This is an optimization exercise on Yosys and OpenROAD, whose aim is small area, a short achievable clock period and few clock cycles, not a production implementation.
RTL that was checked went through simulation tests only; none was proved equivalent to the original.
No activity file was given, so power comes from the tool's default toggle rates.

Design evs_finder_top, start of the top module:
module evs_finder_top (
  input  logic        clk,
  input  logic        reset,
  input  logic        cmd_start,
  input  logic [2:0]  cmd_op,
  input  logic [41:0] cmd_adr_target,
  input  logic [41:0] cmd_adr_search,
  input  logic [9:0]  cmd_threshold,
  input  logic [9:0]  cmd_wait_cycles,
  input  logic [3:0]  cmd_evs_wanted,
  input  logic [15:0] cmd_guess_limit,
  input  logic        cmd_large_page,
  output logic        mem_req_valid,
  output logic        mem_req_write,
  output logic [41:0] mem_req_addr,
  input  logic        mem_ack,
  input  logic [3:0]  evs_rd_index,
  output logic        op_done,
  output logic [9:0]  op_timing,
  output logic [3:0]  evs_count,
  output logic [41:0] evs_rd_data
);
  logic [41:0] target_q;
  logic [25:0] base_hi;      
  logic [4:0]  base_lo;      
  logic [15:0] rem;          
  logic        rem_0;        
  logic [9:0]  thr_m1;       
  logic        thr_le1;      
  logic [9:0]  wait_m1;      
  logic        wait_0;       
  logic [3:0]  need_q;       
  logic        large_q;
  logic        idle;         
  logic        start;        
  logic        waitack;      
  logic        waitw;        
  logic        is_wb;        
  logic [1:0]  kind;         
  logic        req_valid;
  logic        req_write;
  logic [9:0]  lat;          
  logic [16:0] g;            
  ...
export LEC_CHECK = 0
export CAP_MARGIN = 20
export CORE_MARGIN = 2
export CORE_UTILIZATION = 70
export CTS_CLUSTER_DIAMETER = 80
export CTS_CLUSTER_SIZE = 20
export SETUP_SLACK_MARGIN = 2.6
export SLEW_MARGIN = 20
create_clock -name core_clock -period 5.0 [get_ports {clk}]
standard.sh (not shown) runs the stock make flow with config.mk's settings and CLKGATE_MAP_FILE= SYNTH_SCRIPT=/design/flow/synth_recipe.tcl, a recipe that flattens the netlist after the stock synthesis.
==> flow/flow/run.sh <==
#!/bin/bash
# The standard layout, with the smallest buffer on every port instead of the
# delay-cell buffer buffer_ports picks by default. The timing repair may still
# upsize any port buffer on a critical path.
set -euo pipefail
export BUFFER_PORTS_ARGS="-buffer_cell sky130_fd_sc_hd__buf_1"
bash standard.sh > standard_flow.log 2>&1
Testbench counts at the start, summed over its fixed seeds: cycles 144,010.
Rerun with:
--- a/flow/design.v
+++ b/flow/design.v
@@ -86,15 +86,19 @@
         2'd1: rb_grp[j] = slot[4*j+1];
         2'd2: rb_grp[j] = slot[4*j+2];
         default: rb_grp[j] = (j == 3) ? busy_g[15:0] : slot[4*j+3];
       endcase
     end
     rb_m = rb_grp[sel_idx[3:2]];
   end
-  assign sel_g = {idle ? (evs_rd_index >= wr_lo) : busy_g[16], rb_m};
+  logic [15:0] wr_mask;
+  always_comb begin
+    for (int k = 0; k < 16; k++) wr_mask[k] = (4'(k) >= wr_lo);
+  end
+  assign sel_g = {idle ? wr_mask[evs_rd_index] : busy_g[16], rb_m};
   assign hi_p1 = base_hi + (large_q ? 26'd1 : 26'd32);
   assign hi_sel = sel_g[16] ? hi_p1 : base_hi;
   assign gaddr[41:21] = hi_sel[25:5];
   assign gaddr[20:16] = large_q ? hi_sel[4:0]  : sel_g[15:11];
   assign gaddr[15:5]  = large_q ? sel_g[15:5] : sel_g[10:0];
   assign gaddr[4:0]   = large_q ? sel_g[4:0]  : base_lo;
   assign srch_mid = cmd_large_page ? cmd_adr_search[15:0] : cmd_adr_search[20:5];
Result:
- The new run ran to the end with no violations
- die area barely changes
- global-route usage is lower by 0.50 points
- via count is higher by 1.2%
- cell area is lower by 0.44%
- power is lower by 0.65%
- final cell count is higher by 0.32%
- utilization is lower by 0.59 points
Testbench counts after the change, summed over its fixed seeds: cycles 144,010.


== v36 ==
The RTL this note starts from:
==> flow/design.v <==
package evs_pkg;
  localparam logic [1:0] K_WT  = 2'd0;   
  localparam logic [1:0] K_GW  = 2'd1;   
  localparam logic [1:0] K_RT  = 2'd2;   
  localparam logic [1:0] K_SGL = 2'd3;   
endpackage
`timescale 1ns/1ps
module evs_finder_top (
  input  logic        clk,
  input  logic        reset,
  input  logic        cmd_start,
  input  logic [2:0]  cmd_op,
  input  logic [41:0] cmd_adr_target,
  input  logic [41:0] cmd_adr_search,
  input  logic [9:0]  cmd_threshold,
  input  logic [9:0]  cmd_wait_cycles,
  input  logic [3:0]  cmd_evs_wanted,
  input  logic [15:0] cmd_guess_limit,
  input  logic        cmd_large_page,
  output logic        mem_req_valid,
  output logic        mem_req_write,
  output logic [41:0] mem_req_addr,
  input  logic        mem_ack,
  input  logic [3:0]  evs_rd_index,
  output logic        op_done,
  output logic [9:0]  op_timing,
  output logic [3:0]  evs_count,
  output logic [41:0] evs_rd_data
);
  logic [41:0] target_q;
  logic [25:0] base_hi;      
  logic [4:0]  base_lo;      
  logic [15:0] rem;          
  logic [9:0]  thr_m1;       
  logic        thr_le1;      
  logic [9:0]  wait_m1;      
  logic        wait_0;       
  logic [3:0]  need_q;       
  logic        large_q;
  logic        idle;         
  logic        start;        
  logic        waitack;      
  logic        waitw;        
  logic        is_wb;        
  logic [1:0]  kind;         
  logic        req_valid;
  logic        req_write;
  logic [9:0]  lat;          
  logic [16:0] g;            
  logic        g_full;       
  logic [3:0]  count;
  logic [15:0] slot [15];
  logic [3:0]  wr_lo;
  logic [41:0] addr_q;
  logic        slow;         
  logic        launch;       
  logic        at_limit;
  logic        wait_hit;     
  logic        rt_ack;
  logic        found;
  logic        rt_done;
  logic [9:0]  lat_inc;
  logic [15:0] rb_m;
  logic [16:0] g_inc;
  logic [16:0] sel_g;
  logic [25:0] hi_p1;
  logic [25:0] hi_sel;
  logic [15:0] rb_grp [4];
  logic [41:0] gaddr;
  logic [15:0] srch_mid;
  assign at_limit = (rem == 16'd0);
  assign rt_ack   = waitack && mem_ack && (kind == evs_pkg::K_RT);
  assign found    = rt_ack && slow;
  assign rt_done  = rt_ack && ((slow && count == need_q) || at_limit);
  assign lat_inc  = (lat == 10'h3FF) ? lat : lat + 10'd1;
  assign g_inc    = {g[16] | g_full, g[15:0] + 16'd1};
  logic [3:0]  sel_idx;
  logic [16:0] busy_g;
  assign busy_g  = (kind == evs_pkg::K_RT) ? g_inc : g;
  assign sel_idx = evs_rd_index | {4{!idle}};
  always_comb begin
    for (int j = 0; j < 4; j++) begin
      case (sel_idx[1:0])
        2'd0: rb_grp[j] = slot[4*j];
        2'd1: rb_grp[j] = slot[4*j+1];
        2'd2: rb_grp[j] = slot[4*j+2];
        default: rb_grp[j] = (j == 3) ? busy_g[15:0] : slot[4*j+3];
      endcase
    end
    rb_m = rb_grp[sel_idx[3:2]];
  end
  assign sel_g = {idle ? (evs_rd_index >= wr_lo) : busy_g[16], rb_m};
  assign hi_p1 = base_hi + (large_q ? 26'd1 : 26'd32);
  assign hi_sel = sel_g[16] ? hi_p1 : base_hi;
  assign gaddr[41:21] = hi_sel[25:5];
  assign gaddr[20:16] = large_q ? hi_sel[4:0]  : sel_g[15:11];
  assign gaddr[15:5]  = large_q ? sel_g[15:5] : sel_g[10:0];
  assign gaddr[4:0]   = large_q ? sel_g[4:0]  : base_lo;
  assign srch_mid = cmd_large_page ? cmd_adr_search[15:0] : cmd_adr_search[20:5];
  always_ff @(posedge clk) begin
    if (idle && cmd_start) begin
      target_q <= cmd_adr_target;
      base_hi  <= cmd_adr_search[41:16];
      base_lo  <= cmd_adr_search[4:0];
      thr_m1   <= cmd_threshold - 10'd1;
      thr_le1  <= (cmd_threshold <= 10'd1);
      wait_m1  <= cmd_wait_cycles - 10'd1;
      wait_0   <= (cmd_wait_cycles == 10'd0);
      need_q   <= (cmd_evs_wanted == 4'd0) ? 4'd0 : cmd_evs_wanted - 4'd1;
      large_q  <= cmd_large_page;
      is_wb    <= (cmd_op == 3'd2);
    end
  end
  always_ff @(posedge clk) begin
    if (reset) begin
      idle      <= 1'b1;
      start     <= 1'b0;
      waitack   <= 1'b0;
      waitw     <= 1'b0;
      req_valid <= 1'b0;
      lat       <= '0;
      count     <= '0;
    end else begin
      req_valid <= 1'b0;
      if (idle && cmd_start) begin
        count <= '0;
        if (!cmd_op[2]) begin
          idle  <= 1'b0;
          start <= 1'b1;
        end
      end
      if (start) begin
        start     <= 1'b0;
        waitack   <= 1'b1;
        req_valid <= 1'b1;
        lat       <= 10'd1;
      end
      if (waitack) begin
        if (!mem_ack) begin
          lat <= lat_inc;
        end else begin
          case (kind)
            evs_pkg::K_WT, evs_pkg::K_GW: begin
              waitack <= 1'b0;
              waitw   <= 1'b1;
              lat     <= '0;
            end
            evs_pkg::K_RT: begin
              if (found) count <= count + 4'd1;
              if (rt_done) begin
                waitack <= 1'b0;
                idle    <= 1'b1;
              end else begin
                req_valid <= 1'b1;
                lat       <= 10'd1;
              end
            end
            default: begin
              waitack <= 1'b0;
              if (is_wb) waitw <= 1'b1;
              else       idle  <= 1'b1;
            end
          endcase
        end
      end
      if (waitw) begin
        if (wait_hit) begin
          waitw <= 1'b0;
          if (kind == evs_pkg::K_SGL) begin
            idle <= 1'b1;
          end else begin
            waitack   <= 1'b1;
            req_valid <= 1'b1;
            lat       <= 10'd1;
          end
        end else if (!is_wb) begin
          lat <= lat_inc;
        end
      end
    end
  end
  always_ff @(posedge clk) begin
    if (idle && cmd_start) begin
      kind      <= (cmd_op == 3'd0) ? evs_pkg::K_WT : evs_pkg::K_SGL;
      req_write <= (cmd_op != 3'd3);
      g         <= {1'b0, srch_mid};
      g_full    <= &srch_mid;
      wr_lo     <= '0;
    end else if (waitack && mem_ack) begin
      if (kind == evs_pkg::K_WT) kind <= evs_pkg::K_GW;
      if (kind == evs_pkg::K_GW) kind <= evs_pkg::K_RT;
      if (kind == evs_pkg::K_RT) begin
        kind      <= slow ? evs_pkg::K_WT : evs_pkg::K_GW;
        req_write <= 1'b1;
        g         <= g_inc;
        g_full    <= (g[15:0] == 16'hFFFE);
        if (slow && !g[16]) wr_lo <= count + 4'd1;
      end
      if (kind == evs_pkg::K_SGL) g <= '0;
    end else if (waitw) begin
      req_write <= (kind == evs_pkg::K_GW);
      if (is_wb) g <= g_inc;
    end
  end
  assign launch = start
               || (waitw && wait_hit && kind != evs_pkg::K_SGL)
               || (rt_ack && !rt_done);
  always_ff @(posedge clk) begin
    slow <= launch ? thr_le1 : (slow || lat == thr_m1);
  end
  always_ff @(posedge clk) begin
    wait_hit <= (waitack && mem_ack) ? wait_0 : ((is_wb ? g[9:0] : lat) == wait_m1);
  end
  always_ff @(posedge clk) begin
    if (idle && cmd_start) begin
      rem <= cmd_guess_limit;
    end else if (rt_ack) begin
      rem <= rem - 16'd1;
    end
  end
  always_ff @(posedge clk) begin
    for (int k = 0; k < 15; k++) begin
      if (found && count == 4'(k)) slot[k] <= g[15:0];
    end
  end
  logic addr_tgt;
  assign addr_tgt = !idle && (start
                           || (waitw && kind != evs_pkg::K_GW)
                           || (waitack && kind == evs_pkg::K_RT && slow && mem_ack));
  always_ff @(posedge clk) begin
    addr_q <= addr_tgt ? target_q : gaddr;
  end
  assign op_done       = idle;
  assign op_timing     = lat;
  assign evs_count     = count;
  assign evs_rd_data   = addr_q;
  assign mem_req_valid = req_valid;
  assign mem_req_write = req_write;
  assign mem_req_addr  = addr_q;
endmodule
clock: 5.0 ns
lec_check: 0
cap_margin: 20
core_margin: 2
core_utilization: 60
setup_slack_margin: 2.6
slew_margin: 20
Scripts as last shown in full above: flow/flow/run.sh
Here is what was changed in the inputs of v9 compared with v36.
--- a/flow/design.v
+++ b/flow/design.v
@@ -59,8 +59,9 @@
   logic        rt_ack;
   logic        found;
   logic        rt_done;
   logic [9:0]  lat_inc;
+  logic [16:0] rb_g;
   logic [15:0] rb_m;
   logic [16:0] g_inc;
   logic [16:0] sel_g;
   logic [25:0] hi_p1;
@@ -73,25 +74,22 @@
   assign found    = rt_ack && slow;
   assign rt_done  = rt_ack && ((slow && count == need_q) || at_limit);
   assign lat_inc  = (lat == 10'h3FF) ? lat : lat + 10'd1;
   assign g_inc    = {g[16] | g_full, g[15:0] + 16'd1};
-  logic [3:0]  sel_idx;
-  logic [16:0] busy_g;
-  assign busy_g  = (kind == evs_pkg::K_RT) ? g_inc : g;
-  assign sel_idx = evs_rd_index | {4{!idle}};
   always_comb begin
     for (int j = 0; j < 4; j++) begin
-      case (sel_idx[1:0])
+      case (evs_rd_index[1:0])
         2'd0: rb_grp[j] = slot[4*j];
         2'd1: rb_grp[j] = slot[4*j+1];
         2'd2: rb_grp[j] = slot[4*j+2];
-        default: rb_grp[j] = (j == 3) ? busy_g[15:0] : slot[4*j+3];
+        default: rb_grp[j] = (j == 3) ? slot[14] : slot[4*j+3];
       endcase
     end
-    rb_m = rb_grp[sel_idx[3:2]];
-  end
-  assign sel_g = {idle ? (evs_rd_index >= wr_lo) : busy_g[16], rb_m};
+    rb_m = rb_grp[evs_rd_index[3:2]];
+    rb_g = {evs_rd_index >= wr_lo, rb_m};
+  end
   assign hi_p1 = base_hi + (large_q ? 26'd1 : 26'd32);
+  assign sel_g  = idle ? rb_g : ((kind == evs_pkg::K_RT) ? g_inc : g);
   assign hi_sel = sel_g[16] ? hi_p1 : base_hi;
   assign gaddr[41:21] = hi_sel[25:5];
   assign gaddr[20:16] = large_q ? hi_sel[4:0]  : sel_g[15:11];
   assign gaddr[15:5]  = large_q ? sel_g[15:5] : sel_g[10:0];
==> comparison <==
Combined flip-flop and latch cell area essentially unchanged between v9 and v36. Count of plain and timing-repair buffers in the layout: lower on v9. Diff v36 and v9: sequential fraction of total cell area lower in v36. Compared with v36, v9 shows a lower total power. Taking v36 as the reference point, the multi-input combinational cell area of v9 falls by about 2.2%. Proportion of power drawn by combinational gates in v9 vs v36: down 1.0 points. Via count went down by a few percent going from v36 to v9. In terms of die footprint, v36 and v9 differ only marginally. Summary: worst setup timing slack at the placement stage, v9 better than v36. v9 gives less global-route total usage across every layer than v36 did. Summary: with v36 as the reference, final standard cell count with taps included and fillers excluded in v9 moved down slightly. Higher mean instance size in the synthesized netlist among v36 and v9: v9. Measured against each other, v36 and v9 differ in clock network power share, the higher figure coming from v9.
No run of this note included a check of the RTL's function; only the layout flow was run.

==> separate check: timing with driven ports <==
How much do the figures lean on ideal ports? The routed layouts below were timed once more, with nothing changed but the port constraints. Step 1, drivers: a clkbuf_16 drives clk and a buf_2 each remaining input, both assumed. Step 2 times the ports against the registers' clock, not the clock port: input delays grow and output delays shrink by t, the midpoint of the rising clock arrivals with the driver on. Slacks: no drivers / after step 1 / after step 2; pairs: no drivers / after step 1.
| run | t, ns | setup WS [ns] | worst register clock-pin slew, ns |
|---|---|---|---|
| the first run of note 1 | 0.611 | 2.559 / 2.423 / 1.812 | 0.09 / 0.09 |
| the second run of note 1 | 0.618 | 2.597 / 2.581 / 1.963 | 0.09 / 0.09 |
| v36 | 0.625 | 2.433 / 2.433 / 1.842 | 0.07 / 0.07 |
| v9 | 0.625 | 2.447 / 2.447 / 1.942 | 0.06 / 0.06 |
After both steps every run listed still meets setup and hold. For the first run of note 1, which loses most, drivers alone change the setup slack by -0.136 ns; drivers and shift together by -0.747 ns.
